This is an optimization exercise on Yosys and OpenROAD, whose aim is small area, not a production implementation.
Function was checked by simulation only, so behaviour that the tests miss may differ from the original.
No activity file was given, so power comes from the tool's default toggle rates.

==> flow/design.v <==
module y_sig_accum #(
   parameter int unsigned WORD_W = 32
) (
   input  logic              clk,
   input  logic              rst,
   input  logic              clr_i,
   input  logic              upd_i,
   input  logic [WORD_W-1:0] word_i,
   output logic [WORD_W-1:0] sig_o
);
   logic [WORD_W-1:0] sig_q, sig_d, rot;
   logic              take, keep;
   assign take = upd_i && !rst;
   assign keep = !upd_i && !clr_i && !rst;
   assign rot  = {sig_q[WORD_W-2:0], sig_q[WORD_W-1]};
   for (genvar i = 0; i < WORD_W; i++) begin : g_bit
      y_sig_bit u_bit (.r(rot[i]), .w(word_i[i]), .q(sig_q[i]), .take(take), .keep(keep),
                       .d(sig_d[i]));
   end
   always_ff @(posedge clk) sig_q <= sig_d;
   assign sig_o = sig_q;
endmodule
module y_sig_bit (
   input  logic r, w, q, take, keep,
   output logic d
);
   logic x;
   assign x = r ^ w;
   assign d = (x & take) | (q & keep);
endmodule
module y_snapshot_serializer #(
   parameter int unsigned Y_WIDTH = 1390,
   parameter int unsigned WORD_W  = 32,
   parameter int unsigned NW      = (Y_WIDTH + WORD_W - 1) / WORD_W,
   parameter int unsigned IDX_W   = (NW <= 2) ? 1 : $clog2(NW)
) (
   input  logic                     clk,
   input  logic                     rst,
   input  logic [Y_WIDTH-1:0]       y_in,
   input  logic                     capture,
   output logic                     out_valid,
   input  logic                     out_ready,
   output logic                     out_last,
   output logic [WORD_W-1:0]        out_data,
   output logic [IDX_W-1:0]         out_idx,
   output logic                     busy,
   output logic [WORD_W-1:0]        sig,
   output logic                     sig_valid,
   output logic                     overrun
);
   localparam int unsigned SNAP_W   = NW * WORD_W;
   localparam logic [IDX_W-1:0] LAST_IDX = IDX_W'(NW - 1);
   logic                         busy_q, idle_q;
   logic [Y_WIDTH-1:WORD_W]      snap_q;
   logic [NW-1:0][WORD_W-1:0]    snap_w;
   logic [WORD_W-1:0]            data_q, nxt;
   logic [IDX_W-1:0]             idx_q;
   logic [NW-1:0]                sel;
   logic                         last, sig_valid_q, overrun_q;
   logic                         handshake, hold;
   assign last      = (idx_q == LAST_IDX);
   assign handshake = busy_q && out_ready;
   assign hold      = busy_q && !out_ready;
   always_ff @(posedge clk) begin
      if (rst) begin
         busy_q      <= 1'b0;
         idle_q      <= 1'b1;
         idx_q       <= '0;
         sig_valid_q <= 1'b0;
         overrun_q   <= 1'b0;
      end else begin
         sig_valid_q <= handshake && last;
         if (busy_q && capture) overrun_q <= 1'b1;
         if (!busy_q && capture) begin
            busy_q <= 1'b1;
            idle_q <= 1'b0;
         end else if (handshake && last) begin
            busy_q <= 1'b0;
            idle_q <= 1'b1;
         end
         if (handshake) idx_q <= last ? '0 : idx_q + 1'b1;
      end
   end
   always_ff @(posedge clk) begin
      snap_q <= (y_in[Y_WIDTH-1:WORD_W] | {(Y_WIDTH-WORD_W){busy_q}}) &
                (snap_q | {(Y_WIDTH-WORD_W){idle_q}});
   end
   always_ff @(posedge clk) begin
      data_q <= nxt | (y_in[WORD_W-1:0] & {WORD_W{idle_q}}) | (data_q & {WORD_W{hold}});
   end
   assign snap_w = SNAP_W'({snap_q, {WORD_W{1'b0}}});
   y_ss_decode #(.N(NW), .W(IDX_W)) u_dec (.idx(idx_q), .en(handshake), .sel(sel));
   localparam int unsigned NG  = (NW - 1 + 2) / 3;
   localparam int unsigned NQ  = (NG + 3) / 4;
   for (genvar b = 0; b < WORD_W; b++) begin : g_bit
      logic [NG-1:0] grp_n;
      logic [NQ-1:0] quad;
      for (genvar g = 0; g < NG; g++) begin : g_grp
         localparam int unsigned K0 = 1 + 3 * g;
         localparam int unsigned N  = ((K0 + 2) * WORD_W + b < Y_WIDTH && K0 + 2 < NW) ? 3 :
                                      ((K0 + 1) * WORD_W + b < Y_WIDTH && K0 + 1 < NW) ? 2 : 1;
         if (N == 3) begin : g3
            y_ss_aoi222 u (.a0(snap_w[K0][b]), .s0(sel[K0]), .a1(snap_w[K0+1][b]), .s1(sel[K0+1]),
                           .a2(snap_w[K0+2][b]), .s2(sel[K0+2]), .y(grp_n[g]));
         end else if (N == 2) begin : g2
            y_ss_aoi22 u (.a0(snap_w[K0][b]), .s0(sel[K0]), .a1(snap_w[K0+1][b]), .s1(sel[K0+1]),
                          .y(grp_n[g]));
         end else begin : g1
            y_ss_nand2 u (.a(snap_w[K0][b]), .b(sel[K0]), .y(grp_n[g]));
         end
      end
      for (genvar q = 0; q < NQ; q++) begin : g_quad
         localparam int unsigned M = (4 * q + 4 <= NG) ? 4 : NG - 4 * q;
         if (M == 4) begin : g4
            y_ss_nand4 u (.a(grp_n[4*q]), .b(grp_n[4*q+1]), .c(grp_n[4*q+2]), .d(grp_n[4*q+3]),
                          .y(quad[q]));
         end else if (M == 3) begin : g3
            y_ss_nand3 u (.a(grp_n[4*q]), .b(grp_n[4*q+1]), .c(grp_n[4*q+2]), .y(quad[q]));
         end else if (M == 2) begin : g2
            y_ss_nand2 u (.a(grp_n[4*q]), .b(grp_n[4*q+1]), .y(quad[q]));
         end else begin : g1
            assign quad[q] = ~grp_n[4*q];
         end
      end
      assign nxt[b] = |quad;
   end
   y_sig_accum #(.WORD_W(WORD_W)) u_sig (
      .clk     (clk),
      .rst     (rst),
      .clr_i   (idle_q && capture),
      .upd_i   (handshake),
      .word_i  (data_q),
      .sig_o   (sig)
   );
   assign out_valid = busy_q;
   assign out_data  = data_q;
   assign out_idx   = idx_q;
   assign out_last  = last;
   assign busy      = busy_q;
   assign sig_valid = sig_valid_q;
   assign overrun   = overrun_q;
endmodule
module y_ss_decode #(
   parameter int unsigned N = 44,
   parameter int unsigned W = 6
) (
   input  logic [W-1:0] idx,
   input  logic         en,
   output logic [N-1:0] sel
);
   always_comb begin
      sel[0] = 1'b0;
      for (int k = 1; k < N; k++) sel[k] = en && (idx == W'(k - 1));
   end
endmodule
module y_ss_aoi222 (
   input  logic a0, s0, a1, s1, a2, s2,
   output logic y
);
   assign y = ~((a0 & s0) | (a1 & s1) | (a2 & s2));
endmodule
module y_ss_aoi22 (
   input  logic a0, s0, a1, s1,
   output logic y
);
   assign y = ~((a0 & s0) | (a1 & s1));
endmodule
module y_ss_nand2 (
   input  logic a, b,
   output logic y
);
   assign y = ~(a & b);
endmodule
module y_ss_nand3 (
   input  logic a, b, c,
   output logic y
);
   assign y = ~(a & b & c);
endmodule
module y_ss_nand4 (
   input  logic a, b, c, d,
   output logic y
);
   assign y = ~(a & b & c & d);
endmodule
export LEC_CHECK = 0
export CAP_MARGIN = 20
export CORE_AREA = 5 5 315 315
export DIE_AREA = 0 0 320 320
export SLEW_MARGIN = 20
export SYNTH_HIERARCHICAL = 1
export SYNTH_MINIMUM_KEEP_SIZE = 0
create_clock -name core_clock -period 5.0 [get_ports {clk}]
standard.sh (not shown) runs the stock make flow with config.mk's settings and CLKGATE_MAP_FILE= SYNTH_SCRIPT=/design/flow/synth_recipe.tcl, a recipe that flattens the netlist after the stock synthesis.
==> flow/flow/run.sh <==
#!/bin/bash
# Own layout flow: the standard flow (standard.sh) with three changes:
#  - port buffers use the smallest buffer cell (buf_1),
#  - pins may sit on adjacent routing tracks,
#  - CTS inserts no dummy loads.
# The make output goes to flow_make.log here; ORFS's per-step logs stay under orfs/logs.
set -euo pipefail
bash standard.sh \
  "BUFFER_PORTS_ARGS=-buffer_cell sky130_fd_sc_hd__buf_1" \
  "PLACE_PINS_ARGS=-min_distance 1 -min_distance_in_tracks" \
  "CTS_ARGS=-sink_clustering_enable -repair_clock_nets -dont_use_dummy_load" \
  finish > flow_make.log 2>&1
Next try:
==> flow/flow/run.sh (replaced) <==
#!/bin/bash
# Own layout flow: the standard flow (standard.sh) with three changes:
#  - port buffers use the smallest buffer cell (buf_1),
#  - pins may sit on adjacent routing tracks,
#  - CTS inserts no dummy loads and uses clkbuf_8 with smaller sink clusters.
# The make output goes to flow_make.log here; ORFS's per-step logs stay under orfs/logs.
set -euo pipefail
bash standard.sh \
  "BUFFER_PORTS_ARGS=-buffer_cell sky130_fd_sc_hd__buf_1" \
  "PLACE_PINS_ARGS=-min_distance 1 -min_distance_in_tracks" \
  "CTS_ARGS=-sink_clustering_enable -repair_clock_nets -dont_use_dummy_load -buf_list sky130_fd_sc_hd__clkbuf_8 -sink_clustering_size 16 -sink_clustering_max_diameter 55" \
  finish > flow_make.log 2>&1
=>
- The new run produced a clean layout
- power decreases by 13%
- final cell count is about the same
- utilization drops by 1.9 points
- design area fell by 3.0%
- worst setup slack is better by 0.21 ns

-- separate check: timing with driven ports --
In the flow no input, the clock included, has a driving cell. The finished layouts below were timed again as built, in two steps.
Step 1 (the two cells are an assumption about what drives the block):
set clk [get_ports {clk}]
set_driving_cell -lib_cell sky130_fd_sc_hd__clkbuf_16 $clk
set_driving_cell -lib_cell sky130_fd_sc_hd__buf_2 [delete_from_list [all_inputs] $clk]
Step 2 adds t to the input delays and takes it off the output delays; t is the mean of the earliest and latest rising clock arrival at the registers after step 1. Input paths then give back, and output paths get back, about the clock's delay inside the block.
Three values: ideal ports, drivers, drivers and shift; two values: the first two.
run | t, ns | setup slack, ns | worst data-port slew with drivers (ns) | cell pins on the clock port's net
the first run | 0.822 | 0.375 / 0.375 / -0.150 | 0.35 | 1
the second run | 0.924 | 0.583 / 0.583 / -0.015 | 0.41 | 1
Met with ideal ports but missed after step 2: setup timing in the first run and the second run. For the second run, which loses most, drivers alone change the setup slack by 0.000 ns; drivers and shift together by -0.598 ns.
